This design comes from an exercise in tuning for small area, a short achievable clock period and few clock cycles per item on the open sky130 flow, not from production work. RTL that was checked went through simulation tests only; none was proved equivalent to the original. The RTL of run 1 was laid out without a check of its function.

==> flow/design.v (outline; a module is shown in full before it is edited, if it fits) <==
// module yuv2rgb_top: 597 lines
module yuv2rgb_top #(
	parameter int img_width = 320,
	parameter int img_height = 240
) (
	input logic CLOCK_50_I,
	input logic Resetn,
	input logic start,
	input logic [15:0] read_data,
	output logic [15:0] write_data,
	output logic [17:0] address,
	output logic write_en_n,
	output logic done
);
  // ...
==> flow/flow/run.sh <==
#!/bin/bash
# Standard layout, with the port buffers made from buf_1 cells instead of the
# default choice (a delay buffer): smaller, and faster to the outputs.
set -e
export BUFFER_PORTS_ARGS="-buffer_cell sky130_fd_sc_hd__buf_1"
bash standard.sh > standard.log 2>&1
==> flow/standard.sh <==
#!/bin/bash
# synth_recipe.tcl (not shown) runs the flow's synth.tcl, then flattens the netlist and writes it again
# the make line also repeats each setting of config.mk as NAME=value (left out here)
make -C /OpenROAD-flow-scripts/flow DESIGN_CONFIG=/design/flow/config.mk WORK_HOME=/design/flow/orfs CLKGATE_MAP_FILE= SYNTH_SCRIPT=/design/flow/synth_recipe.tcl "${@:-finish}"
==> flow/config.mk <==
export PLATFORM = sky130hd
export DESIGN_NAME = yuv2rgb_top
export DESIGN_NICKNAME = yuv2rgb_top
export VERILOG_FILES = /design/flow/design.v
export SDC_FILE = /design/flow/constraint.sdc
export NUM_CORES = 4
export LEC_CHECK = 0
export CAP_MARGIN = 20
export CORE_MARGIN = 2
export CORE_UTILIZATION = 40
export SLEW_MARGIN = 20
==> flow/constraint.sdc <==
create_clock -name core_clock -period 11.0 [get_ports {CLOCK_50_I}]
set_input_delay 2.2000 -clock core_clock [delete_from_list [all_inputs] [get_ports {CLOCK_50_I}]]
set_output_delay 2.2000 -clock core_clock [all_outputs]
set_load 0.01 [all_outputs]
==> summary.txt, run 1 <==
Outcome
  • Status: timing/DRC/antenna clean

GRT
  • Met1 global-route usage: 0.2341
  • Initial antenna violation count: 1
  • Met3 usage: 0.02738

Worst setup path
  • Critical path origin: ph[0]
  • Worst Path Required: 11.37 ns

Clocking
  • CTS tree: yes
  • CTS Sinks: 445
  • Worst-Skew Late Latency: 0.63 ns
  • CTS Buffer Depth: 3

Detailed routing
  • Routed Antenna Nets: 0

Logic synthesis
  • Ys async rst share: 0.01573
  • Post-Syn Area per Cell: 11.11 um^2
  • Multiplexer area fraction after synthesis: 0.01758
  • Yosys cell types: 86
  • Post-synth top area cell: edfxtp_1
  • EDFF count, synth: 184

Finish
  • Layout cell share with drive strength beyond 1: 0.05708
  • Seq area share: 0.3796

STA
  • Final worst path period share: 0.3263

Worst hold path
  • Hold depth: 0

Placement
  • DP HPWL: 42.95 mm

Floorplan
  • Die Y: 256.4 um
==> run 2, diff against run 1 <==
==> flow/design.v (replaced) <==
module yuv2rgb_top #(
	parameter int img_width = 320,
	parameter int img_height = 240
) (
	input logic CLOCK_50_I,
	input logic Resetn,
	input logic start,
	input logic [15:0] read_data,
	output logic [15:0] write_data,
	output logic [17:0] address,
	output logic write_en_n,
	output logic done
);
	localparam int macros_per_row = img_width / 4;
	localparam int n_pairs = img_width * img_height / 2;
	localparam logic [17:0] u_base = 18'(img_width * img_height / 2);
	localparam logic [17:0] v_base = 18'(img_width * img_height * 3 / 4);
	localparam logic [16:0] rgb_first = 17'(146944 - 131072);
	localparam logic [15:0] y_end = 16'(n_pairs / 2 + 1);
	localparam logic [17:0] u_base2 = u_base + 18'd2;
	localparam logic [17:0] v_base2 = v_base + 18'd2;
	localparam logic [6:0] col_idle = 7'(macros_per_row - 2);
	logic active;
	logic write_en;
	logic [3:0] ph;
	logic [15:0] mc;
	logic [6:0] col;
	logic wr_ok;
	logic [16:0] rgb;
	logic finish;
	logic wr_ok_n;
	logic wr_issue;
	logic [17:0] c_addr;
	assign finish = active && (ph == 4'd6) && (mc == y_end);
	assign wr_ok_n = wr_ok || ((ph == 4'd6) && (col == 7'd0));
	assign wr_issue = active && !finish && wr_ok_n && ((ph == 4'd1) || (ph == 4'd2)
		|| (ph == 4'd4) || (ph == 4'd5) || (ph == 4'd6) || (ph == 4'd8));
	assign c_addr = (ph == 4'd0) ? (v_base2 + {{2{mc[15]}}, mc}) : (u_base2 + {{2{mc[15]}}, mc});
	always_ff @(posedge CLOCK_50_I or negedge Resetn) begin
		if (!Resetn) begin
			active <= 1'b0;
			ph <= 4'd9;
			done <= 1'b0;
			write_en <= 1'b0;
		end else begin
			done <= finish;
			write_en <= wr_issue;
			if (!active) begin
				if (start) begin
					active <= 1'b1;
					ph <= 4'd0;
				end else begin
					ph <= 4'd9;
				end
			end else if (finish) begin
				active <= 1'b0;
				ph <= 4'd9;
			end else begin
				ph <= (ph == 4'd9) ? 4'd0 : ph + 4'd1;
			end
		end
	end
	always_ff @(posedge CLOCK_50_I) begin
		if (!active || finish) begin
			mc <= 16'hfffe;
			col <= col_idle;
			wr_ok <= 1'b0;
			rgb <= rgb_first;
		end else begin
			wr_ok <= wr_ok_n;
			if (ph == 4'd3) begin
				mc <= mc + 16'd1;
			end
			if (ph == 4'd7) begin
				col <= (col == 7'(macros_per_row - 1)) ? 7'd0 : col + 7'd1;
			end
			if (wr_issue) begin
				rgb <= rgb + 17'd1;
			end
		end
		case (ph)
			4'd3: address <= {1'b0, mc, 1'b1};
			4'd7: address <= {1'b0, mc, 1'b0};
			4'd9, 4'd0: address <= c_addr;
			4'd1, 4'd2: address <= {1'b1, rgb[16:1], ~rgb[0]};
			default: address <= {1'b1, rgb};
		endcase
	end
	assign write_en_n = !write_en;
	logic [7:0] cw [0:11];
	logic [7:0] us, vs;
	logic n_allc, n_a, n_b;
	logic vsel;
	logic cl_l0, cl_l1, cl_r7, cl_r8, cl_r9;
	assign n_allc = (ph == 4'd9) || (ph == 4'd0) || (ph == 4'd3) || (ph == 4'd4);
	assign n_a = (ph == 4'd1) || (ph == 4'd2);
	assign n_b = (ph == 4'd5) || (ph == 4'd6);
	always_ff @(posedge CLOCK_50_I) begin
		if ((ph == 4'd2) || (ph == 4'd3) || (ph == 4'd6) || (ph == 4'd7)) begin
			for (int k = 0; k < 11; k++) begin
				cw[k] <= cw[k + 1];
			end
			case (ph)
				4'd6: cw[11] <= us;
				4'd7: cw[11] <= vs;
				default: cw[11] <= read_data[15:8];
			endcase
		end
		if (ph == 4'd2) begin
			us <= read_data[7:0];
		end
		if (ph == 4'd3) begin
			vs <= read_data[7:0];
		end
		vsel <= (ph == 4'd0) || (ph == 4'd4);
		cl_l0 <= n_allc || (n_a && (col == 7'd0));
		cl_l1 <= n_b && (col == 7'd0);
		cl_r7 <= n_b && (col == 7'(macros_per_row - 2));
		cl_r8 <= n_a && (col == 7'(macros_per_row - 1));
		cl_r9 <= n_allc || (n_b && (col == 7'(macros_per_row - 1)));
	end
	logic [7:0] e0, e1, e2, e3, e4, e5;
	logic [7:0] t0, t1, t3, t4, t5;
	logic [8:0] tap_a, tap_b, tap_c;
	logic [16:0] f_ra, f_rb, f_sum;
	logic [8:0] fir_out;
	assign e0 = cw[0];
	assign e1 = cw[2];
	assign e2 = vsel ? cw[5] : cw[4];
	assign e3 = cw[6];
	assign e4 = cw[8];
	assign e5 = cw[10];
	assign t0 = cl_l0 ? e2 : (cl_l1 ? e1 : e0);
	assign t1 = cl_l0 ? e2 : e1;
	assign t3 = cl_r9 ? e2 : e3;
	assign t4 = cl_r9 ? e2 : (cl_r8 ? e3 : e4);
	assign t5 = cl_r9 ? e2 : (cl_r8 ? e3 : (cl_r7 ? e4 : e5));
	always_ff @(posedge CLOCK_50_I) begin
		tap_a <= {1'b0, t0} + {1'b0, t5};
		tap_b <= {1'b0, t1} + {1'b0, t4};
		tap_c <= {1'b0, e2} + {1'b0, t3};
	end
	logic hf_s0, hf_c1, hf_s2, hf_c3, hf_s4, hf_c5, hf_s6, hf_c7, hf_s8, hf_c9, hf_s10, hf_c11, hf_s12, hf_c13, hf_s14, hf_c15, hf_s16, hf_c17, hf_s18, hf_c19, hf_s20, hf_c21, hf_s22, hf_c23, hf_s24, hf_c25, hf_s26, hf_c27, hf_s28, hf_c29, hf_s30, hf_c31, hf_s32, hf_c33, hf_s34, hf_c35, hf_s36, hf_c37, hf_s38, hf_c39, hf_s40, hf_c41, hf_s42, hf_c43, hf_s44, hf_c45, hf_s46, hf_c47, hf_s48, hf_c49, hf_s50, hf_c51, hf_s52, hf_c53, hf_s54, hf_c55, hf_s56, hf_c57, hf_s58, hf_c59, hf_s60, hf_c61, hf_s62, hf_c63, hf_s64, hf_c65, hf_s66, hf_c67, hf_s68, hf_c69, hf_s70, hf_c71, hf_s72, hf_c73, hf_s74, hf_c75, hf_s76, hf_c77, hf_s78, hf_c79, hf_s80, hf_c81, hf_s82, hf_c83, hf_s84, hf_c85, hf_s86, hf_c87, hf_s88, hf_c89, hf_s90, hf_c91, hf_s92, hf_c93, hf_s94, hf_c95, hf_s96, hf_c97, hf_s98, hf_c99, hf_s100, hf_c101, hf_s102, hf_c103, hf_s104, hf_c105, hf_s106, hf_c107, hf_s108, hf_c109, hf_s110, hf_c111, hf_s112, hf_c113, hf_s114, hf_c115, hf_s116, hf_c117, hf_s118, hf_c119, hf_s120, hf_c121, hf_s122, hf_c123, hf_s124, hf_c125, hf_s126, hf_c127, hf_s128, hf_c129, hf_s130, hf_c131, hf_s132, hf_c133, hf_s134, hf_c135, hf_s136, hf_c137, hf_s138, hf_c139, hf_s140, hf_c141, hf_s142, hf_c143;
	assign {hf_c1, hf_s0} = {1'b0, tap_a[7]} + {1'b0, tap_a[5]};
	assign {hf_c3, hf_s2} = {1'b0, tap_a[8]} + {1'b0, tap_a[6]};
	assign {hf_c5, hf_s4} = {1'b0, tap_a[5]} + {1'b0, tap_a[3]};
	assign {hf_c7, hf_s6} = {1'b0, tap_a[6]} + {1'b0, tap_a[4]} + {1'b0, tap_a[2]};
	assign {hf_c9, hf_s8} = {1'b0, ~tap_b[4]} + {1'b0, tap_b[2]} + {1'b0, ~tap_b[0]};
	assign {hf_c11, hf_s10} = {1'b0, tap_a[3]} + {1'b0, ~tap_b[5]} + {1'b0, tap_b[3]};
	assign {hf_c13, hf_s12} = {1'b0, ~tap_b[1]} + {1'b0, ~tap_c[7]} + {1'b0, tap_c[2]};
	assign hf_s14 = ~tap_c[0];
	assign hf_c15 = tap_c[0];
	assign {hf_c17, hf_s16} = {1'b0, tap_a[4]} + {1'b0, ~tap_b[6]} + {1'b0, tap_b[4]};
	assign {hf_c19, hf_s18} = {1'b0, ~tap_b[2]} + {1'b0, ~tap_c[8]} + {1'b0, tap_c[3]};
	assign {hf_c21, hf_s20} = {1'b0, tap_c[1]} + {1'b0, hf_c1} + {1'b0, hf_s2};
	assign {hf_c23, hf_s22} = {1'b0, tap_a[7]} + {1'b0, tap_a[5]} + {1'b0, ~tap_b[7]};
	assign {hf_c25, hf_s24} = {1'b0, tap_b[5]} + {1'b0, ~tap_b[3]} + {1'b0, tap_c[4]};
	assign hf_s26 = ~(tap_c[2] ^ hf_c3);
	assign hf_c27 = tap_c[2] | hf_c3;
	assign {hf_c29, hf_s28} = {1'b0, tap_a[8]} + {1'b0, tap_a[6]} + {1'b0, ~tap_b[8]};
	assign {hf_c31, hf_s30} = {1'b0, tap_b[6]} + {1'b0, ~tap_b[4]} + {1'b0, tap_c[5]};
	assign hf_s32 = ~tap_c[3];
	assign hf_c33 = tap_c[3];
	assign {hf_c35, hf_s34} = {1'b0, tap_a[7]} + {1'b0, tap_b[7]} + {1'b0, ~tap_b[5]};
	assign {hf_c37, hf_s36} = {1'b0, tap_a[8]} + {1'b0, tap_b[8]};
	assign {hf_c39, hf_s38} = {1'b0, tap_a[2]} + {1'b0, tap_a[0]};
	assign {hf_c41, hf_s40} = {1'b0, tap_a[3]} + {1'b0, tap_a[1]};
	assign {hf_c43, hf_s42} = {1'b0, tap_a[4]} + {1'b0, tap_a[2]} + {1'b0, tap_a[0]};
	assign {hf_c45, hf_s44} = {1'b0, ~tap_b[2]} + {1'b0, tap_b[0]};
	assign {hf_c47, hf_s46} = {1'b0, tap_a[1]} + {1'b0, ~tap_b[3]} + {1'b0, tap_b[1]};
	assign {hf_c49, hf_s48} = {1'b0, ~tap_c[5]} + {1'b0, tap_c[0]} + {1'b0, hf_s4};
	assign hf_s50 = ~(~tap_c[6] ^ tap_c[1]);
	assign hf_c51 = ~tap_c[6] | tap_c[1];
	assign {hf_c53, hf_s52} = {1'b0, hf_c5} + {1'b0, hf_s6} + {1'b0, hf_s8};
	assign {hf_c55, hf_s54} = {1'b0, hf_s14} + {1'b0, hf_s0} + {1'b0, hf_c7};
	assign {hf_c57, hf_s56} = {1'b0, hf_c9} + {1'b0, hf_s10} + {1'b0, hf_s12};
	assign {hf_c59, hf_s58} = {1'b0, hf_c15} + {1'b0, hf_c11} + {1'b0, hf_c13};
	assign {hf_c61, hf_s60} = {1'b0, hf_s16} + {1'b0, hf_s18} + {1'b0, hf_s20};
	assign {hf_c63, hf_s62} = {1'b0, hf_c17} + {1'b0, hf_c19} + {1'b0, hf_s22};
	assign {hf_c65, hf_s64} = {1'b0, hf_s24} + {1'b0, hf_c21} + {1'b0, hf_s26};
	assign {hf_c67, hf_s66} = {1'b0, hf_s32} + {1'b0, hf_c23} + {1'b0, hf_c25};
	assign {hf_c69, hf_s68} = {1'b0, hf_s28} + {1'b0, hf_s30} + {1'b0, hf_c27};
	assign {hf_c71, hf_s70} = {1'b0, tap_c[6]} + {1'b0, tap_c[4]} + {1'b0, hf_c33};
	assign {hf_c73, hf_s72} = {1'b0, hf_c29} + {1'b0, hf_c31} + {1'b0, hf_s34};
	assign {hf_c75, hf_s74} = {1'b0, ~tap_b[6]} + {1'b0, tap_c[7]} + {1'b0, tap_c[5]};
	assign hf_s76 = ~(hf_s36 ^ hf_c35);
	assign hf_c77 = hf_s36 | hf_c35;
	assign {hf_c79, hf_s78} = {1'b0, ~tap_b[7]} + {1'b0, tap_c[8]} + {1'b0, tap_c[6]};
	assign hf_s80 = ~hf_c37;
	assign hf_c81 = hf_c37;
	assign {hf_c83, hf_s82} = {1'b0, ~tap_b[8]} + {1'b0, tap_c[7]};
	assign {hf_c85, hf_s84} = {1'b0, ~tap_b[0]} + {1'b0, ~tap_c[2]};
	assign {hf_c87, hf_s86} = {1'b0, ~tap_b[1]} + {1'b0, ~tap_c[3]} + {1'b0, hf_c39};
	assign {hf_c89, hf_s88} = {1'b0, ~tap_c[4]} + {1'b0, hf_c41} + {1'b0, hf_s44};
	assign {hf_c91, hf_s90} = {1'b0, hf_c45} + {1'b0, hf_c43} + {1'b0, hf_s46};
	assign {hf_c93, hf_s92} = {1'b0, hf_c47} + {1'b0, hf_s50} + {1'b0, hf_c49};
	assign {hf_c95, hf_s94} = {1'b0, hf_c51} + {1'b0, hf_c53} + {1'b0, hf_s54};
	assign {hf_c97, hf_s96} = {1'b0, hf_c55} + {1'b0, hf_c57} + {1'b0, hf_s58};
	assign {hf_c99, hf_s98} = {1'b0, hf_c59} + {1'b0, hf_s62} + {1'b0, hf_c61};
	assign {hf_c101, hf_s100} = {1'b0, hf_c63} + {1'b0, hf_s66} + {1'b0, hf_c65};
	assign {hf_c103, hf_s102} = {1'b0, hf_s70} + {1'b0, hf_c67} + {1'b0, hf_s72};
	assign {hf_c105, hf_s104} = {1'b0, hf_s74} + {1'b0, hf_c71} + {1'b0, hf_c73};
	assign {hf_c107, hf_s106} = {1'b0, hf_c75} + {1'b0, hf_s78} + {1'b0, hf_s80};
	assign hf_s108 = ~(hf_s82 ^ hf_c79);
	assign hf_c109 = hf_s82 | hf_c79;
	assign hf_s110 = ~tap_c[8];
	assign hf_c111 = tap_c[8];
	assign {hf_c113, hf_s112} = {1'b0, tap_a[0]} + {1'b0, ~tap_c[0]};
	assign {hf_c115, hf_s114} = {1'b0, tap_a[1]} + {1'b0, ~tap_c[1]};
	assign hf_s116 = ~(hf_s84 ^ hf_s38);
	assign hf_c117 = hf_s84 | hf_s38;
	assign {hf_c119, hf_s118} = {1'b0, hf_c85} + {1'b0, hf_s40} + {1'b0, hf_s86};
	assign {hf_c121, hf_s120} = {1'b0, hf_s42} + {1'b0, hf_c87} + {1'b0, hf_s88};
	assign {hf_c123, hf_s122} = {1'b0, hf_c89} + {1'b0, hf_s48} + {1'b0, hf_s90};
	assign {hf_c125, hf_s124} = {1'b0, hf_c91} + {1'b0, hf_s52} + {1'b0, hf_s92};
	assign {hf_c127, hf_s126} = {1'b0, hf_s56} + {1'b0, hf_c93} + {1'b0, hf_s94};
	assign {hf_c129, hf_s128} = {1'b0, hf_s60} + {1'b0, hf_c95} + {1'b0, hf_s96};
	assign {hf_c131, hf_s130} = {1'b0, hf_s64} + {1'b0, hf_c97} + {1'b0, hf_s98};
	assign {hf_c133, hf_s132} = {1'b0, hf_s68} + {1'b0, hf_c99} + {1'b0, hf_s100};
	assign {hf_c135, hf_s134} = {1'b0, hf_c69} + {1'b0, hf_s102} + {1'b0, hf_c101};
	assign {hf_c137, hf_s136} = {1'b0, hf_s76} + {1'b0, hf_c103} + {1'b0, hf_s104};
	assign {hf_c139, hf_s138} = {1'b0, hf_c77} + {1'b0, hf_s106} + {1'b0, hf_c105};
	assign {hf_c141, hf_s140} = {1'b0, hf_c81} + {1'b0, hf_s108} + {1'b0, hf_c107};
	assign {hf_c143, hf_s142} = {1'b0, hf_s110} + {1'b0, hf_c83} + {1'b0, hf_c109};
	assign f_ra = {hf_c143, hf_c141, hf_c139, hf_c137, hf_c135, hf_c133, hf_c131, hf_c129, hf_c127, hf_c125, hf_c123, hf_c121, hf_c119, hf_c117, hf_c115, hf_c113, hf_s112};
	assign f_rb = {hf_c111, hf_s142, hf_s140, hf_s138, hf_s136, hf_s134, hf_s132, hf_s130, hf_s128, hf_s126, hf_s124, hf_s122, hf_s120, hf_s118, hf_s116, hf_s114, 1'b1};
	logic [8:0] f_lo;
	logic [8:0] fh_a, fh_b;
	logic fh_c;
	assign f_lo = {1'b0, f_ra[7:0]} + {1'b0, f_rb[7:0]};
	always_ff @(posedge CLOCK_50_I) begin
		fh_a <= f_ra[16:8];
		fh_b <= f_rb[16:8];
		fh_c <= f_lo[8];
	end
	assign f_sum = {fh_a, fh_c, 7'd0} + {fh_b, fh_c, 7'd0};
	assign fir_out = f_sum[16:8];
	logic [15:0] yreg;
	logic [7:0] l_in;
	logic [22:0] l_ra, l_rb;
	logic [22:0] l_reg;
	logic [8:0] pu_p, pu_n, pv_p, pv_n;
	logic [26:0] sr_ra, sr_rb, sg_ra, sg_rb, sb_ra, sb_rb;
	logic [16:0] lo_b;
	logic [12:0] lo_r, lo_g;
	logic [10:0] mb_a, mb_b;
	logic [14:0] mr_a, mr_b, mg_a, mg_b;
	logic mr_c, mg_c, mb_c;
	logic [11:0] hb;
	logic [15:0] hr, hg;
	logic [7:0] pix_r, pix_g, pix_b;
	logic [7:0] save_b;
	logic [15:0] save_gb;
	function automatic logic [7:0] clip8(input logic [10:0] s);
		if (s[10]) begin
			clip8 = 8'd0;
		end else if (s[9:8] != 2'd0) begin
			clip8 = 8'd255;
		end else begin
			clip8 = s[7:0];
		end
	endfunction
	assign l_in = yreg[15:8];
	logic hl_s0, hl_c1, hl_s2, hl_c3, hl_s4, hl_c5, hl_s6, hl_c7, hl_s8, hl_c9, hl_s10, hl_c11, hl_s12, hl_c13, hl_s14, hl_c15, hl_s16, hl_c17, hl_s18, hl_c19, hl_s20, hl_c21;
	assign {hl_c1, hl_s0} = {1'b0, l_in[0]} + {1'b0, l_in[3]};
	assign {hl_c3, hl_s2} = {1'b0, l_in[1]} + {1'b0, l_in[4]};
	assign {hl_c5, hl_s4} = {1'b0, l_in[2]} + {1'b0, l_in[5]};
	assign {hl_c7, hl_s6} = {1'b0, l_in[0]} + {1'b0, l_in[2]};
	assign {hl_c9, hl_s8} = {1'b0, l_in[1]} + {1'b0, l_in[3]} + {1'b0, l_in[5]};
	assign {hl_c11, hl_s10} = {1'b0, l_in[2]} + {1'b0, l_in[4]} + {1'b0, l_in[6]};
	assign {hl_c13, hl_s12} = {1'b0, l_in[5]} + {1'b0, l_in[7]} + {1'b0, hl_s0};
	assign {hl_c15, hl_s14} = {1'b0, l_in[6]} + {1'b0, hl_c1} + {1'b0, hl_s2};
	assign {hl_c17, hl_s16} = {1'b0, l_in[7]} + {1'b0, hl_c3} + {1'b0, hl_s4};
	assign {hl_c19, hl_s18} = {1'b0, l_in[3]} + {1'b0, l_in[6]} + {1'b0, hl_c5};
	assign {hl_c21, hl_s20} = {1'b0, l_in[4]} + {1'b0, l_in[7]};
	assign l_ra = {1'b0, l_in[7], l_in[6], hl_c21, hl_c19, hl_c17, hl_c15, hl_c13, hl_c11, hl_c9, hl_c7, hl_s6, l_in[1], l_in[0], l_in[1], l_in[0], ~l_in[6], ~l_in[5], ~l_in[4], ~l_in[3], ~l_in[2], ~l_in[1], ~l_in[0]};
	assign l_rb = {1'b0, 1'b0, 1'b0, l_in[5], hl_s20, hl_s18, hl_s16, hl_s14, hl_s12, hl_s10, hl_s8, l_in[4], l_in[3], l_in[2], 1'b0, ~l_in[7], 1'b0, 1'b0, 1'b0, 1'b0, 1'b0, 1'b0, 1'b0};
	logic hr_s0, hr_c1, hr_s2, hr_c3, hr_s4, hr_c5, hr_s6, hr_c7, hr_s8, hr_c9, hr_s10, hr_c11, hr_s12, hr_c13, hr_s14, hr_c15, hr_s16, hr_c17, hr_s18, hr_c19, hr_s20, hr_c21, hr_s22, hr_c23, hr_s24, hr_c25, hr_s26, hr_c27, hr_s28, hr_c29, hr_s30, hr_c31, hr_s32, hr_c33, hr_s34, hr_c35, hr_s36, hr_c37, hr_s38, hr_c39, hr_s40, hr_c41, hr_s42, hr_c43, hr_s44, hr_c45, hr_s46, hr_c47, hr_s48, hr_c49, hr_s50, hr_c51, hr_s52, hr_c53, hr_s54, hr_c55, hr_s56, hr_c57, hr_s58, hr_c59, hr_s60, hr_c61, hr_s62, hr_c63, hr_s64, hr_c65, hr_s66, hr_c67, hr_s68, hr_c69, hr_s70, hr_c71, hr_s72, hr_c73, hr_s74, hr_c75, hr_s76, hr_c77, hr_s78, hr_c79, hr_s80, hr_c81, hr_s82, hr_c83, hr_s84, hr_c85, hr_s86, hr_c87, hr_s88, hr_c89, hr_s90, hr_c91, hr_s92, hr_c93, hr_s94, hr_c95, hr_s96, hr_c97, hr_s98, hr_c99, hr_s100, hr_c101, hr_s102, hr_c103, hr_s104, hr_c105, hr_s106, hr_c107, hr_s108, hr_c109, hr_s110, hr_c111, hr_s112, hr_c113, hr_s114, hr_c115, hr_s116, hr_c117, hr_s118, hr_c119, hr_s120, hr_c121, hr_s122, hr_c123, hr_s124, hr_c125, hr_s126, hr_c127, hr_s128, hr_c129, hr_s130, hr_c131, hr_s132, hr_c133, hr_s134, hr_c135, hr_s136, hr_c137, hr_s138, hr_c139;
	assign {hr_c1, hr_s0} = {1'b0, l_reg[4]} + {1'b0, pv_n[6]};
	assign {hr_c3, hr_s2} = {1'b0, l_reg[5]} + {1'b0, pv_n[7]} + {1'b0, pv_p[5]};
	assign {hr_c5, hr_s4} = {1'b0, l_reg[6]} + {1'b0, pv_p[8]} + {1'b0, pv_p[6]};
	assign {hr_c7, hr_s6} = {1'b0, pv_p[4]} + {1'b0, pv_p[1]};
	assign {hr_c9, hr_s8} = {1'b0, l_reg[7]} + {1'b0, pv_p[7]} + {1'b0, pv_p[5]};
	assign hr_s10 = pv_n[2];
	assign hr_c11 = pv_p[2];
	assign {hr_c13, hr_s12} = {1'b0, l_reg[8]} + {1'b0, pv_n[8]} + {1'b0, pv_p[6]};
	assign hr_s14 = pv_n[3];
	assign hr_c15 = pv_p[3];
	assign {hr_c17, hr_s16} = {1'b0, l_reg[9]} + {1'b0, pv_p[7]} + {1'b0, pv_p[4]};
	assign hr_s18 = ~pv_n[0];
	assign hr_c19 = pv_n[0];
	assign {hr_c21, hr_s20} = {1'b0, l_reg[10]} + {1'b0, pv_n[8]} + {1'b0, pv_p[5]};
	assign {hr_c23, hr_s22} = {1'b0, l_reg[11]} + {1'b0, pv_p[6]};
	assign {hr_c25, hr_s24} = {1'b0, l_reg[12]} + {1'b0, pv_p[7]} + {1'b0, pv_n[3]};
	assign {hr_c27, hr_s26} = {1'b0, l_reg[13]} + {1'b0, pv_n[8]} + {1'b0, pv_n[4]};
	assign {hr_c29, hr_s28} = {1'b0, l_reg[14]} + {1'b0, pv_n[5]} + {1'b0, pv_p[3]};
	assign {hr_c31, hr_s30} = {1'b0, l_reg[15]} + {1'b0, pv_n[6]} + {1'b0, pv_p[4]};
	assign {hr_c33, hr_s32} = {1'b0, l_reg[16]} + {1'b0, pv_n[7]} + {1'b0, pv_p[5]};
	assign {hr_c35, hr_s34} = {1'b0, pv_n[3]} + {1'b0, pv_p[1]};
	assign {hr_c37, hr_s36} = {1'b0, l_reg[17]} + {1'b0, pv_p[8]} + {1'b0, pv_p[6]};
	assign {hr_c39, hr_s38} = {1'b0, pv_n[4]} + {1'b0, pv_p[2]};
	assign {hr_c41, hr_s40} = {1'b0, l_reg[18]} + {1'b0, pv_p[7]} + {1'b0, pv_n[5]};
	assign {hr_c43, hr_s42} = {1'b0, l_reg[19]} + {1'b0, pv_n[8]};
	assign {hr_c45, hr_s44} = {1'b0, l_reg[20]} + {1'b0, pv_n[7]};
	assign {hr_c47, hr_s46} = {1'b0, l_reg[0]} + {1'b0, pv_n[2]};
	assign {hr_c49, hr_s48} = {1'b0, l_reg[1]} + {1'b0, pv_n[3]};
	assign {hr_c51, hr_s50} = {1'b0, l_reg[2]} + {1'b0, pv_n[4]} + {1'b0, pv_p[2]};
	assign {hr_c53, hr_s52} = {1'b0, l_reg[3]} + {1'b0, pv_n[5]} + {1'b0, pv_p[3]};
	assign hr_s54 = ~(pv_p[4] ^ pv_p[2]);
	assign hr_c55 = pv_p[4] | pv_p[2];
	assign {hr_c57, hr_s56} = {1'b0, pv_p[3]} + {1'b0, pv_p[0]} + {1'b0, hr_c1};
	assign hr_s58 = ~(hr_s6 ^ hr_c3);
	assign hr_c59 = hr_s6 | hr_c3;
	assign {hr_c61, hr_s60} = {1'b0, hr_c7} + {1'b0, hr_s10} + {1'b0, hr_c5};
	assign {hr_c63, hr_s62} = {1'b0, hr_c11} + {1'b0, hr_s14} + {1'b0, hr_c9};
	assign {hr_c65, hr_s64} = {1'b0, hr_c15} + {1'b0, hr_s18} + {1'b0, hr_c13};
	assign {hr_c67, hr_s66} = {1'b0, pv_n[1]} + {1'b0, hr_c19} + {1'b0, hr_c17};
	assign {hr_c69, hr_s68} = {1'b0, pv_n[2]} + {1'b0, pv_p[0]} + {1'b0, hr_s22};
	assign hr_s70 = ~(pv_p[1] ^ hr_c23);
	assign hr_c71 = pv_p[1] | hr_c23;
	assign {hr_c73, hr_s72} = {1'b0, pv_p[2]} + {1'b0, pv_n[0]} + {1'b0, hr_c25};
	assign hr_s74 = ~(pv_n[1] ^ hr_c27);
	assign hr_c75 = pv_n[1] | hr_c27;
	assign {hr_c77, hr_s76} = {1'b0, pv_n[2]} + {1'b0, pv_p[0]} + {1'b0, hr_c29};
	assign hr_s78 = ~(hr_s34 ^ hr_c31);
	assign hr_c79 = hr_s34 | hr_c31;
	assign {hr_c81, hr_s80} = {1'b0, hr_c35} + {1'b0, hr_s38} + {1'b0, hr_c33};
	assign {hr_c83, hr_s82} = {1'b0, pv_p[3]} + {1'b0, hr_c39} + {1'b0, hr_c37};
	assign {hr_c85, hr_s84} = {1'b0, pv_n[6]} + {1'b0, pv_p[4]} + {1'b0, hr_s42};
	assign hr_s86 = ~(pv_p[5] ^ hr_c43);
	assign hr_c87 = pv_p[5] | hr_c43;
	assign {hr_c89, hr_s88} = {1'b0, l_reg[21]} + {1'b0, pv_p[8]} + {1'b0, pv_p[6]};
	assign {hr_c91, hr_s90} = {1'b0, l_reg[22]} + {1'b0, pv_p[7]};
	assign hr_s92 = pv_n[0];
	assign hr_c93 = pv_p[0];
	assign {hr_c95, hr_s94} = {1'b0, pv_p[1]} + {1'b0, hr_c47} + {1'b0, hr_s48};
	assign {hr_c97, hr_s96} = {1'b0, pv_p[0]} + {1'b0, hr_c49} + {1'b0, hr_s50};
	assign {hr_c99, hr_s98} = {1'b0, pv_p[1]} + {1'b0, hr_c51} + {1'b0, hr_s52};
	assign {hr_c101, hr_s100} = {1'b0, hr_s0} + {1'b0, hr_c53} + {1'b0, hr_s54};
	assign {hr_c103, hr_s102} = {1'b0, hr_c55} + {1'b0, hr_s2} + {1'b0, hr_s56};
	assign {hr_c105, hr_s104} = {1'b0, hr_s4} + {1'b0, hr_c57} + {1'b0, hr_s58};
	assign {hr_c107, hr_s106} = {1'b0, hr_s8} + {1'b0, hr_c59} + {1'b0, hr_s60};
	assign {hr_c109, hr_s108} = {1'b0, hr_s12} + {1'b0, hr_c61} + {1'b0, hr_s62};
	assign {hr_c111, hr_s110} = {1'b0, hr_s16} + {1'b0, hr_c63} + {1'b0, hr_s64};
	assign {hr_c113, hr_s112} = {1'b0, hr_s20} + {1'b0, hr_c65} + {1'b0, hr_s66};
	assign {hr_c115, hr_s114} = {1'b0, hr_c21} + {1'b0, hr_s68} + {1'b0, hr_c67};
	assign {hr_c117, hr_s116} = {1'b0, hr_s24} + {1'b0, hr_c69} + {1'b0, hr_s70};
	assign {hr_c119, hr_s118} = {1'b0, hr_s26} + {1'b0, hr_c71} + {1'b0, hr_s72};
	assign {hr_c121, hr_s120} = {1'b0, hr_s28} + {1'b0, hr_c73} + {1'b0, hr_s74};
	assign {hr_c123, hr_s122} = {1'b0, hr_s30} + {1'b0, hr_c75} + {1'b0, hr_s76};
	assign {hr_c125, hr_s124} = {1'b0, hr_s32} + {1'b0, hr_c77} + {1'b0, hr_s78};
	assign {hr_c127, hr_s126} = {1'b0, hr_s36} + {1'b0, hr_c79} + {1'b0, hr_s80};
	assign {hr_c129, hr_s128} = {1'b0, hr_s40} + {1'b0, hr_c81} + {1'b0, hr_s82};
	assign {hr_c131, hr_s130} = {1'b0, hr_c41} + {1'b0, hr_s84} + {1'b0, hr_c83};
	assign {hr_c133, hr_s132} = {1'b0, hr_s44} + {1'b0, hr_c85} + {1'b0, hr_s86};
	assign {hr_c135, hr_s134} = {1'b0, hr_c45} + {1'b0, hr_s88} + {1'b0, hr_c87};
	assign hr_s136 = ~(hr_s90 ^ hr_c89);
	assign hr_c137 = hr_s90 | hr_c89;
	assign {hr_c139, hr_s138} = {1'b0, pv_n[8]} + {1'b0, hr_c91};
	assign sr_ra = {hr_c139, hr_c137, hr_c135, hr_c133, hr_c131, hr_c129, hr_c127, hr_c125, hr_c123, hr_c121, hr_c119, hr_c117, hr_c115, hr_c113, hr_c111, hr_c109, hr_c107, hr_c105, hr_c103, hr_c101, hr_c99, hr_c97, hr_c95, hr_c93, hr_s92, pv_n[1], pv_n[0]};
	assign sr_rb = {1'b1, hr_s138, hr_s136, hr_s134, hr_s132, hr_s130, hr_s128, hr_s126, hr_s124, hr_s122, hr_s120, hr_s118, hr_s116, hr_s114, hr_s112, hr_s110, hr_s108, hr_s106, hr_s104, hr_s102, hr_s100, hr_s98, hr_s96, hr_s94, hr_s46, 1'b0, 1'b1};
	logic hg_s0, hg_c1, hg_s2, hg_c3, hg_s4, hg_c5, hg_s6, hg_c7, hg_s8, hg_c9, hg_s10, hg_c11, hg_s12, hg_c13, hg_s14, hg_c15, hg_s16, hg_c17, hg_s18, hg_c19, hg_s20, hg_c21, hg_s22, hg_c23, hg_s24, hg_c25, hg_s26, hg_c27, hg_s28, hg_c29, hg_s30, hg_c31, hg_s32, hg_c33, hg_s34, hg_c35, hg_s36, hg_c37, hg_s38, hg_c39, hg_s40, hg_c41, hg_s42, hg_c43, hg_s44, hg_c45, hg_s46, hg_c47, hg_s48, hg_c49, hg_s50, hg_c51, hg_s52, hg_c53, hg_s54, hg_c55, hg_s56, hg_c57, hg_s58, hg_c59, hg_s60, hg_c61, hg_s62, hg_c63, hg_s64, hg_c65, hg_s66, hg_c67, hg_s68, hg_c69, hg_s70, hg_c71, hg_s72, hg_c73, hg_s74, hg_c75, hg_s76, hg_c77, hg_s78, hg_c79, hg_s80, hg_c81, hg_s82, hg_c83, hg_s84, hg_c85, hg_s86, hg_c87, hg_s88, hg_c89, hg_s90, hg_c91, hg_s92, hg_c93, hg_s94, hg_c95, hg_s96, hg_c97, hg_s98, hg_c99, hg_s100, hg_c101, hg_s102, hg_c103, hg_s104, hg_c105, hg_s106, hg_c107, hg_s108, hg_c109, hg_s110, hg_c111, hg_s112, hg_c113, hg_s114, hg_c115, hg_s116, hg_c117, hg_s118, hg_c119, hg_s120, hg_c121, hg_s122, hg_c123, hg_s124, hg_c125, hg_s126, hg_c127, hg_s128, hg_c129, hg_s130, hg_c131, hg_s132, hg_c133, hg_s134, hg_c135, hg_s136, hg_c137, hg_s138, hg_c139, hg_s140, hg_c141, hg_s142, hg_c143, hg_s144, hg_c145, hg_s146, hg_c147, hg_s148, hg_c149, hg_s150, hg_c151, hg_s152, hg_c153, hg_s154, hg_c155, hg_s156, hg_c157, hg_s158, hg_c159, hg_s160, hg_c161, hg_s162, hg_c163, hg_s164, hg_c165, hg_s166, hg_c167, hg_s168, hg_c169, hg_s170, hg_c171, hg_s172, hg_c173, hg_s174, hg_c175, hg_s176, hg_c177, hg_s178, hg_c179;
	assign {hg_c1, hg_s0} = {1'b0, l_reg[11]} + {1'b0, pu_p[8]};
	assign {hg_c3, hg_s2} = {1'b0, l_reg[13]} + {1'b0, pu_n[5]};
	assign {hg_c5, hg_s4} = {1'b0, l_reg[14]} + {1'b0, pu_n[6]} + {1'b0, pu_p[3]};
	assign {hg_c7, hg_s6} = {1'b0, l_reg[15]} + {1'b0, pu_n[7]} + {1'b0, pu_p[4]};
	assign {hg_c9, hg_s8} = {1'b0, pu_n[2]} + {1'b0, pv_n[5]};
	assign {hg_c11, hg_s10} = {1'b0, l_reg[16]} + {1'b0, pu_p[8]} + {1'b0, pu_p[5]};
	assign {hg_c13, hg_s12} = {1'b0, pu_n[3]} + {1'b0, pv_n[6]};
	assign {hg_c15, hg_s14} = {1'b0, l_reg[17]} + {1'b0, pu_p[6]} + {1'b0, pu_n[4]};
	assign {hg_c17, hg_s16} = {1'b0, pv_n[7]} + {1'b0, pv_p[5]};
	assign {hg_c19, hg_s18} = {1'b0, l_reg[18]} + {1'b0, pu_p[7]} + {1'b0, pu_n[5]};
	assign {hg_c21, hg_s20} = {1'b0, pv_p[8]} + {1'b0, pv_p[6]};
	assign {hg_c23, hg_s22} = {1'b0, l_reg[19]} + {1'b0, pu_n[8]} + {1'b0, pu_n[6]};
	assign {hg_c25, hg_s24} = {1'b0, l_reg[3]} + {1'b0, pu_p[2]};
	assign {hg_c27, hg_s26} = {1'b0, l_reg[4]} + {1'b0, pu_p[3]} + {1'b0, pu_n[1]};
	assign {hg_c29, hg_s28} = {1'b0, l_reg[5]} + {1'b0, pu_p[4]} + {1'b0, pu_n[2]};
	assign {hg_c31, hg_s30} = {1'b0, pv_n[7]} + {1'b0, pv_n[2]};
	assign {hg_c33, hg_s32} = {1'b0, l_reg[6]} + {1'b0, pu_p[5]} + {1'b0, pu_n[3]};
	assign hg_s34 = ~(pv_p[8] ^ pv_n[3]);
	assign hg_c35 = pv_p[8] | pv_n[3];
	assign {hg_c37, hg_s36} = {1'b0, l_reg[7]} + {1'b0, pu_p[6]} + {1'b0, pu_n[4]};
	assign hg_s38 = ~pv_n[4];
	assign hg_c39 = pv_n[4];
	assign {hg_c41, hg_s40} = {1'b0, l_reg[8]} + {1'b0, pu_p[7]} + {1'b0, pu_n[5]};
	assign hg_s42 = ~(pu_n[0] ^ pv_n[5]);
	assign hg_c43 = pu_n[0] | pv_n[5];
	assign {hg_c45, hg_s44} = {1'b0, l_reg[9]} + {1'b0, pu_n[8]} + {1'b0, pu_n[6]};
	assign {hg_c47, hg_s46} = {1'b0, pu_n[1]} + {1'b0, pv_n[6]};
	assign {hg_c49, hg_s48} = {1'b0, l_reg[10]} + {1'b0, pu_n[7]} + {1'b0, pu_n[2]};
	assign {hg_c51, hg_s50} = {1'b0, pv_n[7]} + {1'b0, pv_n[0]};
	assign {hg_c53, hg_s52} = {1'b0, pu_n[3]} + {1'b0, pu_p[0]} + {1'b0, pv_p[8]};
	assign hg_s54 = ~(pv_n[1] ^ hg_s0);
	assign hg_c55 = pv_n[1] | hg_s0;
	assign {hg_c57, hg_s56} = {1'b0, l_reg[12]} + {1'b0, pu_n[4]} + {1'b0, pu_p[1]};
	assign {hg_c59, hg_s58} = {1'b0, pv_n[2]} + {1'b0, pv_p[0]} + {1'b0, hg_c1};
	assign {hg_c61, hg_s60} = {1'b0, pu_p[2]} + {1'b0, pu_n[0]} + {1'b0, pv_n[3]};
	assign hg_s62 = ~(pv_p[1] ^ hg_s2);
	assign hg_c63 = pv_p[1] | hg_s2;
	assign {hg_c65, hg_s64} = {1'b0, pu_n[1]} + {1'b0, pv_n[4]} + {1'b0, pv_p[2]};
	assign {hg_c67, hg_s66} = {1'b0, pv_n[0]} + {1'b0, hg_c3} + {1'b0, hg_s4};
	assign hg_s68 = ~(pv_p[3] ^ pv_n[1]);
	assign hg_c69 = pv_p[3] | pv_n[1];
	assign {hg_c71, hg_s70} = {1'b0, hg_s8} + {1'b0, hg_c5} + {1'b0, hg_s6};
	assign {hg_c73, hg_s72} = {1'b0, pv_p[4]} + {1'b0, pv_n[2]} + {1'b0, hg_c9};
	assign {hg_c75, hg_s74} = {1'b0, hg_s12} + {1'b0, hg_c7} + {1'b0, hg_s10};
	assign hg_s76 = ~(pv_n[3] ^ hg_c13);
	assign hg_c77 = pv_n[3] | hg_c13;
	assign {hg_c79, hg_s78} = {1'b0, hg_s16} + {1'b0, hg_c11} + {1'b0, hg_s14};
	assign hg_s80 = ~(pv_n[4] ^ hg_c17);
	assign hg_c81 = pv_n[4] | hg_c17;
	assign {hg_c83, hg_s82} = {1'b0, hg_s20} + {1'b0, hg_c15} + {1'b0, hg_s18};
	assign hg_s84 = ~(pv_p[7] ^ pv_n[5]);
	assign hg_c85 = pv_p[7] | pv_n[5];
	assign {hg_c87, hg_s86} = {1'b0, hg_c21} + {1'b0, hg_c19} + {1'b0, hg_s22};
	assign {hg_c89, hg_s88} = {1'b0, l_reg[20]} + {1'b0, pu_n[7]} + {1'b0, pv_n[8]};
	assign hg_s90 = ~(pv_n[6] ^ hg_c23);
	assign hg_c91 = pv_n[6] | hg_c23;
	assign {hg_c93, hg_s92} = {1'b0, l_reg[21]} + {1'b0, pu_p[8]} + {1'b0, pv_n[7]};
	assign {hg_c95, hg_s94} = {1'b0, pu_n[0]} + {1'b0, pv_n[5]};
	assign {hg_c97, hg_s96} = {1'b0, pv_n[6]} + {1'b0, pv_n[1]} + {1'b0, hg_c25};
	assign hg_s98 = ~(hg_s30 ^ hg_c27);
	assign hg_c99 = hg_s30 | hg_c27;
	assign {hg_c101, hg_s100} = {1'b0, hg_c31} + {1'b0, hg_c29} + {1'b0, hg_s32};
	assign {hg_c103, hg_s102} = {1'b0, hg_s38} + {1'b0, hg_c33} + {1'b0, hg_c35};
	assign {hg_c105, hg_s104} = {1'b0, hg_c39} + {1'b0, hg_c37} + {1'b0, hg_s40};
	assign {hg_c107, hg_s106} = {1'b0, hg_s46} + {1'b0, hg_c41} + {1'b0, hg_c43};
	assign {hg_c109, hg_s108} = {1'b0, hg_c47} + {1'b0, hg_s50} + {1'b0, hg_c45};
	assign {hg_c111, hg_s110} = {1'b0, hg_c51} + {1'b0, hg_c49} + {1'b0, hg_s52};
	assign {hg_c113, hg_s112} = {1'b0, hg_c53} + {1'b0, hg_s56} + {1'b0, hg_c55};
	assign {hg_c115, hg_s114} = {1'b0, hg_c57} + {1'b0, hg_s60} + {1'b0, hg_c59};
	assign {hg_c117, hg_s116} = {1'b0, hg_c61} + {1'b0, hg_s64} + {1'b0, hg_c63};
	assign {hg_c119, hg_s118} = {1'b0, hg_c65} + {1'b0, hg_s68} + {1'b0, hg_c67};
	assign {hg_c121, hg_s120} = {1'b0, hg_c69} + {1'b0, hg_s72} + {1'b0, hg_c71};
	assign {hg_c123, hg_s122} = {1'b0, hg_c73} + {1'b0, hg_s76} + {1'b0, hg_c75};
	assign {hg_c125, hg_s124} = {1'b0, hg_c77} + {1'b0, hg_s80} + {1'b0, hg_c79};
	assign {hg_c127, hg_s126} = {1'b0, hg_s84} + {1'b0, hg_c81} + {1'b0, hg_c83};
	assign {hg_c129, hg_s128} = {1'b0, hg_c85} + {1'b0, hg_s88} + {1'b0, hg_c87};
	assign hg_s130 = ~(hg_c89 ^ hg_s92);
	assign hg_c131 = hg_c89 | hg_s92;
	assign hg_s132 = ~(l_reg[22] ^ pv_p[8]);
	assign hg_c133 = l_reg[22] | pv_p[8];
	assign {hg_c135, hg_s134} = {1'b0, l_reg[0]} + {1'b0, pv_n[2]};
	assign {hg_c137, hg_s136} = {1'b0, l_reg[1]} + {1'b0, pu_p[0]} + {1'b0, pv_n[3]};
	assign {hg_c139, hg_s138} = {1'b0, l_reg[2]} + {1'b0, pu_p[1]} + {1'b0, pv_n[4]};
	assign {hg_c141, hg_s140} = {1'b0, pv_n[0]} + {1'b0, hg_s94} + {1'b0, hg_s24};
	assign {hg_c143, hg_s142} = {1'b0, hg_c95} + {1'b0, hg_s26} + {1'b0, hg_s96};
	assign {hg_c145, hg_s144} = {1'b0, hg_s28} + {1'b0, hg_c97} + {1'b0, hg_s98};
	assign {hg_c147, hg_s146} = {1'b0, hg_s34} + {1'b0, hg_c99} + {1'b0, hg_s100};
	assign {hg_c149, hg_s148} = {1'b0, hg_s36} + {1'b0, hg_c101} + {1'b0, hg_s102};
	assign {hg_c151, hg_s150} = {1'b0, hg_s42} + {1'b0, hg_c103} + {1'b0, hg_s104};
	assign {hg_c153, hg_s152} = {1'b0, hg_s44} + {1'b0, hg_c105} + {1'b0, hg_s106};
	assign {hg_c155, hg_s154} = {1'b0, hg_s48} + {1'b0, hg_c107} + {1'b0, hg_s108};
	assign {hg_c157, hg_s156} = {1'b0, hg_s54} + {1'b0, hg_c109} + {1'b0, hg_s110};
	assign {hg_c159, hg_s158} = {1'b0, hg_s58} + {1'b0, hg_c111} + {1'b0, hg_s112};
	assign {hg_c161, hg_s160} = {1'b0, hg_s62} + {1'b0, hg_c113} + {1'b0, hg_s114};
	assign {hg_c163, hg_s162} = {1'b0, hg_s66} + {1'b0, hg_c115} + {1'b0, hg_s116};
	assign {hg_c165, hg_s164} = {1'b0, hg_s70} + {1'b0, hg_c117} + {1'b0, hg_s118};
	assign {hg_c167, hg_s166} = {1'b0, hg_s74} + {1'b0, hg_c119} + {1'b0, hg_s120};
	assign {hg_c169, hg_s168} = {1'b0, hg_s78} + {1'b0, hg_c121} + {1'b0, hg_s122};
	assign {hg_c171, hg_s170} = {1'b0, hg_s82} + {1'b0, hg_c123} + {1'b0, hg_s124};
	assign {hg_c173, hg_s172} = {1'b0, hg_s86} + {1'b0, hg_c125} + {1'b0, hg_s126};
	assign {hg_c175, hg_s174} = {1'b0, hg_s90} + {1'b0, hg_c127} + {1'b0, hg_s128};
	assign {hg_c177, hg_s176} = {1'b0, hg_s130} + {1'b0, hg_c91} + {1'b0, hg_c129};
	assign {hg_c179, hg_s178} = {1'b0, hg_s132} + {1'b0, hg_c93} + {1'b0, hg_c131};
	assign sg_ra = {1'b1, hg_c179, hg_c177, hg_c175, hg_c173, hg_c171, hg_c169, hg_c167, hg_c165, hg_c163, hg_c161, hg_c159, hg_c157, hg_c155, hg_c153, hg_c151, hg_c149, hg_c147, hg_c145, hg_c143, hg_c141, hg_c139, hg_c137, hg_c135, hg_s134, pv_n[1], pv_n[0]};
	assign sg_rb = {1'b0, hg_c133, hg_s178, hg_s176, hg_s174, hg_s172, hg_s170, hg_s168, hg_s166, hg_s164, hg_s162, hg_s160, hg_s158, hg_s156, hg_s154, hg_s152, hg_s150, hg_s148, hg_s146, hg_s144, hg_s142, hg_s140, hg_s138, hg_s136, 1'b1, 1'b0, 1'b1};
	logic hb_s0, hb_c1, hb_s2, hb_c3, hb_s4, hb_c5, hb_s6, hb_c7, hb_s8, hb_c9, hb_s10, hb_c11, hb_s12, hb_c13, hb_s14, hb_c15, hb_s16, hb_c17, hb_s18, hb_c19, hb_s20, hb_c21, hb_s22, hb_c23, hb_s24, hb_c25, hb_s26, hb_c27, hb_s28, hb_c29, hb_s30, hb_c31, hb_s32, hb_c33, hb_s34, hb_c35, hb_s36, hb_c37, hb_s38, hb_c39, hb_s40, hb_c41, hb_s42, hb_c43, hb_s44, hb_c45, hb_s46, hb_c47, hb_s48, hb_c49, hb_s50, hb_c51, hb_s52, hb_c53, hb_s54, hb_c55, hb_s56, hb_c57, hb_s58, hb_c59, hb_s60, hb_c61, hb_s62, hb_c63, hb_s64, hb_c65, hb_s66, hb_c67, hb_s68, hb_c69, hb_s70, hb_c71, hb_s72, hb_c73, hb_s74, hb_c75, hb_s76, hb_c77, hb_s78, hb_c79, hb_s80, hb_c81, hb_s82, hb_c83, hb_s84, hb_c85, hb_s86, hb_c87, hb_s88, hb_c89, hb_s90, hb_c91, hb_s92, hb_c93;
	assign {hb_c1, hb_s0} = {1'b0, l_reg[4]} + {1'b0, pu_n[6]};
	assign {hb_c3, hb_s2} = {1'b0, l_reg[5]} + {1'b0, pu_n[7]} + {1'b0, pu_n[5]};
	assign {hb_c5, hb_s4} = {1'b0, l_reg[6]} + {1'b0, pu_p[8]} + {1'b0, pu_n[6]};
	assign {hb_c7, hb_s6} = {1'b0, pu_p[3]} + {1'b0, pu_p[1]};
	assign {hb_c9, hb_s8} = {1'b0, l_reg[7]} + {1'b0, pu_n[7]} + {1'b0, pu_p[4]};
	assign hb_s10 = pu_n[2];
	assign hb_c11 = pu_p[2];
	assign {hb_c13, hb_s12} = {1'b0, l_reg[8]} + {1'b0, pu_p[8]} + {1'b0, pu_p[5]};
	assign hb_s14 = ~(pu_p[3] ^ pu_p[0]);
	assign hb_c15 = pu_p[3] | pu_p[0];
	assign {hb_c17, hb_s16} = {1'b0, l_reg[9]} + {1'b0, pu_p[6]} + {1'b0, pu_p[4]};
	assign {hb_c19, hb_s18} = {1'b0, l_reg[10]} + {1'b0, pu_p[7]} + {1'b0, pu_p[5]};
	assign {hb_c21, hb_s20} = {1'b0, l_reg[11]} + {1'b0, pu_n[8]} + {1'b0, pu_p[6]};
	assign {hb_c23, hb_s22} = {1'b0, l_reg[1]} + {1'b0, pu_n[3]};
	assign {hb_c25, hb_s24} = {1'b0, l_reg[2]} + {1'b0, pu_n[4]};
	assign {hb_c27, hb_s26} = {1'b0, l_reg[3]} + {1'b0, pu_n[5]} + {1'b0, pu_n[3]};
	assign hb_s28 = ~(pu_n[4] ^ pu_p[1]);
	assign hb_c29 = pu_n[4] | pu_p[1];
	assign {hb_c31, hb_s30} = {1'b0, pu_p[2]} + {1'b0, pu_p[0]} + {1'b0, hb_c1};
	assign hb_s32 = ~(hb_s6 ^ hb_c3);
	assign hb_c33 = hb_s6 | hb_c3;
	assign {hb_c35, hb_s34} = {1'b0, hb_c7} + {1'b0, hb_s10} + {1'b0, hb_c5};
	assign {hb_c37, hb_s36} = {1'b0, hb_c11} + {1'b0, hb_c9} + {1'b0, hb_s12};
	assign {hb_c39, hb_s38} = {1'b0, pu_p[1]} + {1'b0, hb_c13} + {1'b0, hb_c15};
	assign hb_s40 = ~(pu_p[2] ^ hb_c17);
	assign hb_c41 = pu_p[2] | hb_c17;
	assign hb_s42 = ~(pu_p[3] ^ hb_c19);
	assign hb_c43 = pu_p[3] | hb_c19;
	assign {hb_c45, hb_s44} = {1'b0, l_reg[12]} + {1'b0, pu_p[7]} + {1'b0, pu_p[4]};
	assign {hb_c47, hb_s46} = {1'b0, l_reg[13]} + {1'b0, pu_n[8]} + {1'b0, pu_p[5]};
	assign {hb_c49, hb_s48} = {1'b0, l_reg[0]} + {1'b0, pu_n[2]};
	assign hb_s50 = ~(pu_n[1] ^ hb_s22);
	assign hb_c51 = pu_n[1] | hb_s22;
	assign {hb_c53, hb_s52} = {1'b0, pu_n[2]} + {1'b0, hb_c23} + {1'b0, hb_s24};
	assign {hb_c55, hb_s54} = {1'b0, pu_p[0]} + {1'b0, hb_c25} + {1'b0, hb_s26};
	assign {hb_c57, hb_s56} = {1'b0, hb_s0} + {1'b0, hb_c27} + {1'b0, hb_s28};
	assign {hb_c59, hb_s58} = {1'b0, hb_c29} + {1'b0, hb_s2} + {1'b0, hb_s30};
	assign {hb_c61, hb_s60} = {1'b0, hb_s4} + {1'b0, hb_c31} + {1'b0, hb_s32};
	assign {hb_c63, hb_s62} = {1'b0, hb_s8} + {1'b0, hb_c33} + {1'b0, hb_s34};
	assign {hb_c65, hb_s64} = {1'b0, hb_s14} + {1'b0, hb_c35} + {1'b0, hb_s36};
	assign {hb_c67, hb_s66} = {1'b0, hb_s16} + {1'b0, hb_c37} + {1'b0, hb_s38};
	assign {hb_c69, hb_s68} = {1'b0, hb_s18} + {1'b0, hb_c39} + {1'b0, hb_s40};
	assign {hb_c71, hb_s70} = {1'b0, hb_s20} + {1'b0, hb_c41} + {1'b0, hb_s42};
	assign {hb_c73, hb_s72} = {1'b0, hb_s44} + {1'b0, hb_c21} + {1'b0, hb_c43};
	assign hb_s74 = ~(hb_c45 ^ hb_s46);
	assign hb_c75 = hb_c45 | hb_s46;
	assign {hb_c77, hb_s76} = {1'b0, l_reg[14]} + {1'b0, pu_p[6]} + {1'b0, hb_c47};
	assign {hb_c79, hb_s78} = {1'b0, l_reg[15]} + {1'b0, pu_p[7]} + {1'b0, pu_p[0]};
	assign {hb_c81, hb_s80} = {1'b0, l_reg[16]} + {1'b0, pu_n[8]} + {1'b0, pu_p[1]};
	assign hb_s82 = ~(l_reg[17] ^ pu_p[2]);
	assign hb_c83 = l_reg[17] | pu_p[2];
	assign {hb_c85, hb_s84} = {1'b0, l_reg[18]} + {1'b0, pu_p[3]};
	assign hb_s86 = ~(l_reg[19] ^ pu_p[4]);
	assign hb_c87 = l_reg[19] | pu_p[4];
	assign hb_s88 = ~(l_reg[20] ^ pu_p[5]);
	assign hb_c89 = l_reg[20] | pu_p[5];
	assign hb_s90 = ~(l_reg[21] ^ pu_p[6]);
	assign hb_c91 = l_reg[21] | pu_p[6];
	assign hb_s92 = ~(l_reg[22] ^ pu_p[7]);
	assign hb_c93 = l_reg[22] | pu_p[7];
	assign sb_ra = {1'b1, hb_c93, hb_c91, hb_c89, hb_c87, hb_c85, hb_c83, hb_c81, hb_c79, hb_c77, hb_c75, hb_c73, hb_c71, hb_c69, hb_c67, hb_c65, hb_c63, hb_c61, hb_c59, hb_c57, hb_c55, hb_c53, hb_c51, hb_c49, hb_s48, pu_n[1], pu_n[0]};
	assign sb_rb = {1'b0, pu_n[8], hb_s92, hb_s90, hb_s88, hb_s86, hb_s84, hb_s82, hb_s80, hb_s78, hb_s76, hb_s74, hb_s72, hb_s70, hb_s68, hb_s66, hb_s64, hb_s62, hb_s60, hb_s58, hb_s56, hb_s54, hb_s52, hb_s50, pu_n[0], 1'b0, 1'b1};
	assign lo_r = {1'b0, sr_ra[11:0]} + {1'b0, sr_rb[11:0]};
	assign lo_g = {1'b0, sg_ra[11:0]} + {1'b0, sg_rb[11:0]};
	assign lo_b = {1'b0, sb_ra[15:0]} + {1'b0, sb_rb[15:0]};
	assign hr = {mr_a, 1'b1} + {mr_b, mr_c};
	assign hg = {mg_a, 1'b1} + {mg_b, mg_c};
	assign hb = {mb_a, 1'b1} + {mb_b, mb_c};
	always_ff @(posedge CLOCK_50_I) begin
		if ((ph == 4'd6) || (ph == 4'd0)) begin
			yreg <= read_data;
		end else if ((ph == 4'd4) || (ph == 4'd8)) begin
			yreg[15:8] <= yreg[7:0];
		end
		l_reg <= l_ra + l_rb;
		pv_p <= fir_out;
		pv_n <= ~fir_out;
		pu_p <= pv_p;
		pu_n <= pv_n;
		mr_a <= sr_ra[26:12];
		mr_b <= sr_rb[26:12];
		mr_c <= lo_r[12];
		mg_a <= sg_ra[26:12];
		mg_b <= sg_rb[26:12];
		mg_c <= lo_g[12];
		mb_a <= sb_ra[26:16];
		mb_b <= sb_rb[26:16];
		mb_c <= lo_b[16];
		if ((ph == 4'd5) || (ph == 4'd7) || (ph == 4'd9) || (ph == 4'd1)) begin
			pix_r <= clip8(hr[15:5]);
			pix_g <= clip8(hg[15:5]);
			pix_b <= clip8(hb[11:1]);
		end
		if ((ph == 4'd7) || (ph == 4'd1)) begin
			save_b <= pix_b;
		end
		if (ph == 4'd9) begin
			save_gb <= {pix_g, pix_b};
		end
		case (ph)
			4'd2: write_data <= save_gb;
			4'd1, 4'd6: write_data <= {pix_r, pix_g};
			4'd4, 4'd8: write_data <= {save_b, pix_r};
			default: write_data <= {pix_g, pix_b};
		endcase
	end
endmodule
==> flow/run.sh (new file) <==
#!/bin/bash
# synth_recipe.tcl (not shown) runs the flow's synth.tcl, then flattens the netlist and writes it again
# the make line also repeats each setting of config.mk as NAME=value (left out here)
make -C /OpenROAD-flow-scripts/flow DESIGN_CONFIG=/design/flow/config.mk WORK_HOME=/design/flow/orfs CLKGATE_MAP_FILE= SYNTH_SCRIPT=/design/flow/synth_recipe.tcl finish
==> flow/config.mk (replaced) <==
export PLATFORM = sky130hd
export DESIGN_NAME = yuv2rgb_top
export DESIGN_NICKNAME = yuv2rgb_top
export VERILOG_FILES = /design/flow/design.v
export SDC_FILE = /design/flow/constraint.sdc
export NUM_CORES = 4
export LEC_CHECK = 0
export CAP_MARGIN = 20
export CORE_MARGIN = 2
export CORE_UTILIZATION = 40
export CTS_BUF_LIST = sky130_fd_sc_hd__clkbuf_16
export CTS_CLUSTER_DIAMETER = 120
export CTS_CLUSTER_SIZE = 20
export SLEW_MARGIN = 20
removed: flow/flow/run.sh
removed: flow/standard.sh
==> run 2 against run 1 <==
Effect of this change: still clean; register-to-register slack worse by 0.62 ns; maximum frequency down 15%; clock-buffer cell count decreased by 35; first-iteration DRC count is 5.4% higher; core utilization shrank 0.94 points; final area shrank 4.2%; non-clock buffer count rose by 4; synthesized cell count is 1.1% lower; largest cell class unchanged.
==> summary.txt, run 2 <==
Placement
  • Number of port buffers: 54 (unchanged)
  • Placed Cells: 3117 (was 3153)
  • DP HPWL: 44.33 mm (was 42.95 mm)
  • Routability cong.: 0.8927 (was 0.8777)

STA
  • Final worst path period share: 0.3826 (was 0.3263)
  • Crit path time final: 4.209 ns (was 3.589 ns)
  • F_max: 0.2376 GHz (was 0.2786 GHz)
  • Fin Setup TNS: 0 ns (unchanged)
  • Clk_skew: 0.03051 ns (was 0.08055 ns)
  • Final slew viol count: 0 (unchanged)
  • Final hold vios: 0 (unchanged)
  • Setup-failing EPs final: 0 (unchanged)
  • Worst-Margin Slew: 1.115 ns (was 1.087 ns)
  • Max transition margin: 0.2488 (was 0.2746)
  • Unrepaired setup endpoints after global routing: no (unchanged)

Worst setup path
  • Worst-path fanout max: 30 (was 22)
  • Reg2reg path depth: 5 (was 7)
  • R2R Setup Slk: 6.79 ns (was 7.41 ns)
  • Worst Setup End Kind: flop (unchanged)
  • CP startpoint kind: flop (unchanged)
  • Worst Path Required: 11.27 ns (was 11.37 ns)
  • Crit Path Class: reg2reg (unchanged)
  • Reg-to-Reg Start: ph[2] (was ph[0])
  • Reg2reg end: write_data[11] (was address[1])
  • Arrival time worst endpoint: 4.48 ns (was 3.96 ns)

Finish
  • Most frequent cells in the layout: 450 x inv_1, 266 x dfxtp_1, 213 x ha_1 (was 475 x inv_1, 254 x dfxtp_1, 221 x ha_1)
  • Most common cell after layout, fill and taps aside: inv_1 (unchanged)
  • Footprint of the multi-input gates: 0.01236 mm^2 (was 0.01273 mm^2)
  • Area growth syn-to-layout: 8.970% (was 11.52%)
  • Antenna cells: 0 (unchanged)
  • Fillers: 5889 (was 5942)
  • Layout cell share with drive strength beyond 1: 0.03012 (was 0.05708)
  • Max reg flops: 96 (unchanged)
  • Register Area: 0.01079 mm^2 (unchanged)
  • Non-Filler Instances: 3161 (was 3246)
  • Final nets: 2744 (was 2806)

Detailed routing
  • Routed wire length per instance: 17.61 um (was 17.06 um)
  • First-pass DRT Iterations: 5 (was 7)
  • Routed Antenna Nets: 0 (unchanged)
  • Vias per Instance: 4.996 (was 4.895)
  • Final wirelength: 55.66 mm (was 55.39 mm)
  • Via Count: 15792 (was 15888)
  • 1st-iter DRT viols: 1144 (was 1085)
  • DR DRC count: 0 (unchanged)

Floorplan
  • Die Y: 253.9 um (was 256.4 um)
  • Num rows: 91 (was 92)
  • Die extent in x: 253.9 um (was 256.4 um)
  • IO Pins: 55 (unchanged)
  • Core Area: 0.06171 mm^2 (was 0.06308 mm^2)
  • Die Area: 0.06447 mm^2 (was 0.06574 mm^2)
  • Starting utilization of the core area: 0.4048 (was 0.4039)

Logic synthesis
  • Yosys cell types: 67 (was 86)
  • Flops & latches, synth: 449 (was 445)
  • Post-Syn Instances: 2269 (was 2294)
  • Post-Syn Area per Cell: 11.01 um^2 (was 11.11 um^2)
  • Top-area cell type share of the netlist area: 0.2132 (was 0.2168)
  • Main synth FF type: dfxtp_1 (unchanged)
  • Ys async rst share: 0.01559 (was 0.01573)
  • Top-count cell post-synth: inv_1 (unchanged)
  • Most frequent cells after synthesis: 435 x inv_1, 266 x dfxtp_1, 213 x ha_1 (was 475 x inv_1, 254 x dfxtp_1, 221 x ha_1)
  • Sequential area share after synthesis: 0.4318 (was 0.4234)
  • Post-synth top area cell: dfxtp_1 (was edfxtp_1)
  • Mapped Area: 0.02498 mm^2 (was 0.02548 mm^2)
  • EDFF count, synth: 176 (was 184)
  • Syn Nets: 2705 (was 2741)
  • Synth area leaders: dfxtp_1 21%, edfxtp_1 21%, fa_1 16% (was edfxtp_1 22%, dfxtp_1 20%, fa_1 16%)
  • Warning count from the yosys run: 2 (unchanged)

Clocking
  • Post-CTS Setup Bufs: 0 (unchanged)
  • CTS root buf: clkbuf_16 (unchanged)
  • CTS resizes: 0 (unchanged)
  • Worst-Skew Late Latency: 0.60 ns (was 0.63 ns)
  • Hold Buf Count CTS: 0 (unchanged)
  • CTS HTree Levels: 1 (was 2)
  • CTS clock-pin slew for the worst setup and hold paths: 0.09 ns (was 0.06 ns)
  • CTS Buffer Depth: 3 (unchanged)
  • CTS tree: yes (unchanged)
  • CTS Sinks: 449 (was 445)
  • CTS buffer count: 26 (was 50)

Outcome
  • Status: timing/DRC/antenna clean (unchanged)

Worst hold path
  • HP Class: reg2reg (unchanged)
  • Hold depth: 0 (unchanged)
  • Worst Hold Launch: cw[3][4] (was pv_p[0])
  • Hold Path End: cw[2][4] (was pu_p[0])

GRT
  • Remaining global-route overflow: 0 (unchanged)
  • Pin count of the biggest net entering global routing: 56 (was 75)
  • First-pass GRT wire length: 89.75 mm (was 90.20 mm)
  • Initial antenna violation count: 2 (was 1)
  • Vias in the first global route: 16245 (was 16555)
  • Total track usage: 0.1781 (was 0.1729)

Job
  • MaxCap Viol Count: 0 (unchanged)
## run 2: cell types whose count changed after synthesis, moves of 8 or more
cell | before | now
dfxtp_1 | 254 | 266
o21a_1 | 28 | 16
o21ai_0 | 87 | 71
a221o_1 | 4 | 13
nor3_1 | 18 | 36
edfxtp_1 | 184 | 176
inv_1 | 475 | 435
nand2_1 | 72 | 86
ha_1 | 221 | 213
nor2_1 | 109 | 130
clkbuf_1 | 36 | 47
xnor2_1 | 75 | 60
## run 2: routing by layer
metal  GRT usage  part of all wire  vias up  wire [um]
met2      0.2970              0.47      288      26110
met4     0.03580             0.018        0        994
li1            -                 -     7610          -
met5           0                 0        -          0
met1      0.2502              0.47     7838      26300
met3     0.02100             0.041       56       2256
## run 2: final cells by class
class,instances,area share
clock buffer,26,0.02390
clock inverter,18,0.003217
inverter,438,0.06044
multi-input combinational,1325,0.4540
sequential,449,0.3963
tap,837,0.03847
timing repair buffer,68,0.02372
## run 2: worst max-delay path: stages (launching register included)
cell      delay, ns
dfrtp_1        0.80
clkinv_1       0.46
nor2_1         0.28
o21a_1         0.73
or3_1          0.94
o21ai_0        0.66
## run 2: per-stage QoR
stage / utilization / cell area, um^2 / setup slack (ns) / hold slack, ns
2_1_floorplan: - / 24980 / 6.811 / 0.3640
3_3_place_gp: 0.4292 / 26490 / 6.980 / 0.4002
3_5_place_dp: 0.4292 / 26490 / 6.960 / 0.4045
4_1_cts: 0.4411 / 27220 / 6.914 / 0.4112
5_1_grt: 0.4411 / 27220 / 6.541 / 0.4286
6_report: 0.4411 / 27220 / 6.791 / 0.4060
## run 2: how the worst max path moves through the flow
| stage | start | to | slack (ns) | cells after the start |
|---|---|---|---|---|
| after floorplan | ph[3] | rgb[13] | 6.81 | 10 |
| after global placement | ph[2] | write_data[11] | 6.98 | 5 |
| after detailed placement | ph[2] | write_data[11] | 6.96 | 5 |
| after CTS | ph[2] | write_data[11] | 6.91 | 5 |
| after global routing | ph[2] | write_data[11] | 6.54 | 5 |
| final | ph[2] | write_data[11] | 6.79 | 5 |
## run 2: logic make-up (layout without fill, tap and decap cells)
| logic type | count (synthesis) | after routing | share of synthesized area |
|---|---|---|---|
| AO/OA/AOI/OAI | 369 | 369 | 0.09556 |
| XOR/XNOR | 96 | 96 | 0.03366 |
| adder cells (fa/ha/maj) | 417 | 417 | 0.2701 |
| buffers and inverters | 495 | 550 | 0.07477 |
| flip-flops | 449 | 449 | 0.4318 |
| multiplexers | 34 | 34 | 0.01407 |
| AND/OR/NAND/NOR | 409 | 409 | 0.07998 |
Testbench counts of run 2, summed over its fixed seeds: cycles 1,152,168, frames 6.

==> static timing again, ports no longer ideal <==
Ports are ideal in the flow. The routed layouts listed here were re-timed in OpenROAD.
Step 1 (the two cells are an assumption about what drives the block):
set clk [get_ports {CLOCK_50_I}]
set_driving_cell -lib_cell sky130_fd_sc_hd__clkbuf_16 $clk
set_driving_cell -lib_cell sky130_fd_sc_hd__buf_2 [delete_from_list [all_inputs] $clk]
Step 2 also shifts input and output timing later by t, the mid clock arrival at the registers, as if the neighbouring blocks saw the same clock.
a / b / c = ideal ports / drivers / drivers and shift; a / b = the first two.
run | shift t [ns] | slack for setup (ns) | latest minus earliest clock arrival (ns) | slew at the worst register clock pin (ns)
run 1 | 0.643 | 7.411 / 7.411 / 7.411 | 0.081 / 0.081 | 0.07 / 0.07
run 2 | 0.640 | 6.791 / 6.791 / 6.791 | 0.037 / 0.036 | 0.09 / 0.09
After both steps every run listed still meets setup and hold.
